From an optimization exercise on the open Yosys and OpenROAD flow, aimed at small area and a short achievable clock period; shortcuts taken in it are not production practice.
In this exercise RTL edits were held to simulation tests only and were not proved equivalent to the original.

exp/juniper:
// data_mem_responder
module data_mem_responder #(
    parameter int ADDR_W      = 9,
    parameter int DATA_W      = 8,
    parameter int DEPTH       = 256,
    parameter int WAIT_CYCLES = 2
) (
    input  logic              clk,
    input  logic              rst_n,
    input  logic              req_valid,
    output logic              req_ready,
    input  logic              req_write,
    input  logic [ADDR_W-1:0] req_addr,
    input  logic [DATA_W-1:0] req_wdata,
    output logic              rsp_valid,
    input  logic              rsp_ready,
    output logic [DATA_W-1:0] rsp_rdata,
    output logic              rsp_err,
    output logic              busy,
    output logic [7:0]        err_count
);
    localparam int NP = 8;                   
    logic [256*DATA_W-1:0] mem_q;
    logic              req_ready_q, busy_q, rsp_valid_q;
    logic              s1_q, s2_q;           
    logic              err_q;
    logic [7:0]        errcnt_q;
    logic [DATA_W-1:0] rdata_q;
    logic [ADDR_W-1:0] addr_q;
    logic              wr_q;
    logic [DATA_W-1:0] wd_q;
    logic [63:0]       rsel_q;
    logic [3:0]        rquad_q;
    logic [31:0]       wlon_q, wlo_q;
    logic [7:0]        whin_q, whi_q;
    logic [DATA_W-1:0] wd1_q, wd2_q;
    logic [NP*DATA_W-1:0] part_q;
    logic rvn_q;
    wire idle     = ~(s1_q | s2_q) & rvn_q;        
    wire accept   = req_valid & idle;
    wire handover = ~rvn_q & rsp_ready;
    wire rdy_nx   = (idle & ~req_valid) | handover;
    wire rv_nx    = s2_q | (~rvn_q & ~rsp_ready);
    always_ff @(posedge clk) begin
        if (!rst_n) begin
  ...
Size: ~7100 cells after synthesis, roughly 2300 flip-flops, ~42 I/O pins, ~79000 um2 of cells after synthesis.
==> flow/config.mk <==
export PLATFORM = sky130hd
export DESIGN_NAME = data_mem_responder
export DESIGN_NICKNAME = data_mem_responder
export VERILOG_FILES = /design/flow/design.v
export SDC_FILE = /design/flow/constraint.sdc
export NUM_CORES = 4
export LEC_CHECK = 0
export CAP_MARGIN = 20
export CORE_MARGIN = 2
export CORE_UTILIZATION = 60
export CTS_CLUSTER_DIAMETER = 80
export CTS_CLUSTER_SIZE = 30
export PLACE_DENSITY = 0.72
export SETUP_SLACK_MARGIN = 2.3
export SLEW_MARGIN = 20
==> flow/constraint.sdc <==
create_clock -name core_clock -period 4.4 [get_ports {clk}]
set_input_delay 0.8800 -clock core_clock [delete_from_list [all_inputs] [get_ports {clk}]]
set_output_delay 0.8800 -clock core_clock [all_outputs]
set_load 0.01 [all_outputs]
run.sh (not shown) runs the stock make flow with config.mk's settings and CLKGATE_MAP_FILE= SYNTH_SCRIPT=/design/flow/synth_recipe.tcl, a recipe that flattens the netlist after the stock synthesis.
Input changes introduced in exp/raven (baseline for comparison: exp/juniper):
Settings: a change of CAP_MARGIN from 20 to 50; a change of SLEW_MARGIN from 20 to 50.
[summary]
exp/raven: all stages complete, timing, DRC and antenna checks passed. Via count essentially unchanged between exp/raven and exp/juniper. Cmp exp/raven and exp/juniper / sequential share of layout area / lower: exp/raven. | routed wire length | exp/juniper vs exp/raven | ≈ equal |.
Input changes introduced in exp/maple (baseline for comparison: exp/raven):
Settings: a change of CTS_CLUSTER_SIZE from 30 to 26; a change of CORE_UTILIZATION from 60 to 68; a change of PLACE_DENSITY from 0.72 to 0.8.
[summary]
Changes observed in exp/maple relative to exp/raven: final critical-path share of the clock period grew by 0.92 points; number of ordinary and repair buffers in the finished layout shrank by 13; height of the chip shrank by 6.0%.

Setup of zinc:
Another version of the RTL of data_mem_responder (not shown whole).
Size: roughly 7400 cells after synthesis, about 2300 flip-flops, ~42 I/O pins, about 79000 um2 of cells after synthesis.
==> flow/config.mk <==
export PLATFORM = sky130hd
export DESIGN_NAME = data_mem_responder
export DESIGN_NICKNAME = data_mem_responder
export VERILOG_FILES = /design/flow/design.v
export SDC_FILE = /design/flow/constraint.sdc
export NUM_CORES = 4
export LEC_CHECK = 0
export CAP_MARGIN = 20
export CORE_MARGIN = 2
export CORE_UTILIZATION = 60
export CTS_CLUSTER_DIAMETER = 80
export CTS_CLUSTER_SIZE = 30
export PLACE_DENSITY = 0.72
export SETUP_SLACK_MARGIN = 2.2
export SLEW_MARGIN = 20
==> flow/constraint.sdc <==
create_clock -name core_clock -period 4.4 [get_ports {clk}]
set_input_delay 0.8800 -clock core_clock [delete_from_list [all_inputs] [get_ports {clk}]]
set_output_delay 0.8800 -clock core_clock [all_outputs]
set_load 0.01 [all_outputs]
Per the final summary, zinc finished and its layout is clean on timing, DRC and antenna.
#### Input delta (sierra over zinc)
-- flow/config.mk --
<<< zinc, line 12
export CTS_CLUSTER_SIZE = 30
export PLACE_DENSITY = 0.72
export SETUP_SLACK_MARGIN = 2.2
export SLEW_MARGIN = 20
>>> sierra, line 12
export CTS_CLUSTER_SIZE = 30
export PLACE_DENSITY = 0.72
export SETUP_SLACK_MARGIN = 2.4
export SLEW_MARGIN = 20
Findings:
Result for zinc and sierra: all clean. zinc vs sierra, critical setup path kind: reg2reg vs reg2out. Changes observed in sierra relative to zinc: final period demand of the worst path shrank by 0.098 ns; global-route track usage on met1 has increased; worst hold slack across all endpoints barely changed; total wire length increased 2.3%.

-- re-timing with driven ports --
How much do the figures lean on ideal ports? The routed layouts below were timed once more, with nothing changed but the port constraints.
Step 1: set_driving_cell puts a clkbuf_16 on clk and a buf_2 on each other input, an assumption about the parent block.
Step 2 times the ports against the registers' clock, not the clock port: input delays grow and output delays shrink by t, the midpoint of the rising clock arrivals with the driver on.
Three values: no drivers, after step 1, after step 2; two values: the first two.
run | shift t [ns] | slack for setup (ns) | hold slack, ns
exp/juniper | 0.867 | 2.006 / 2.006 / 1.639 | 0.473 / 0.473 / 0.473
exp/raven | 0.865 | 2.116 / 2.116 / 1.672 | 0.475 / 0.415 / 0.476
exp/maple | 0.853 | 2.076 / 2.076 / 1.679 | 0.443 / 0.443 / 0.443
zinc | 0.864 | 2.104 / 2.104 / 1.528 | 0.442 / 0.442 / 0.442
sierra | 0.867 | 2.202 / 2.117 / 1.745 | 0.443 / 0.443 / 0.443
After both steps every run listed still meets setup and hold. For zinc, which loses most, drivers alone change the setup slack by 0.000 ns; drivers and shift together by -0.576 ns.
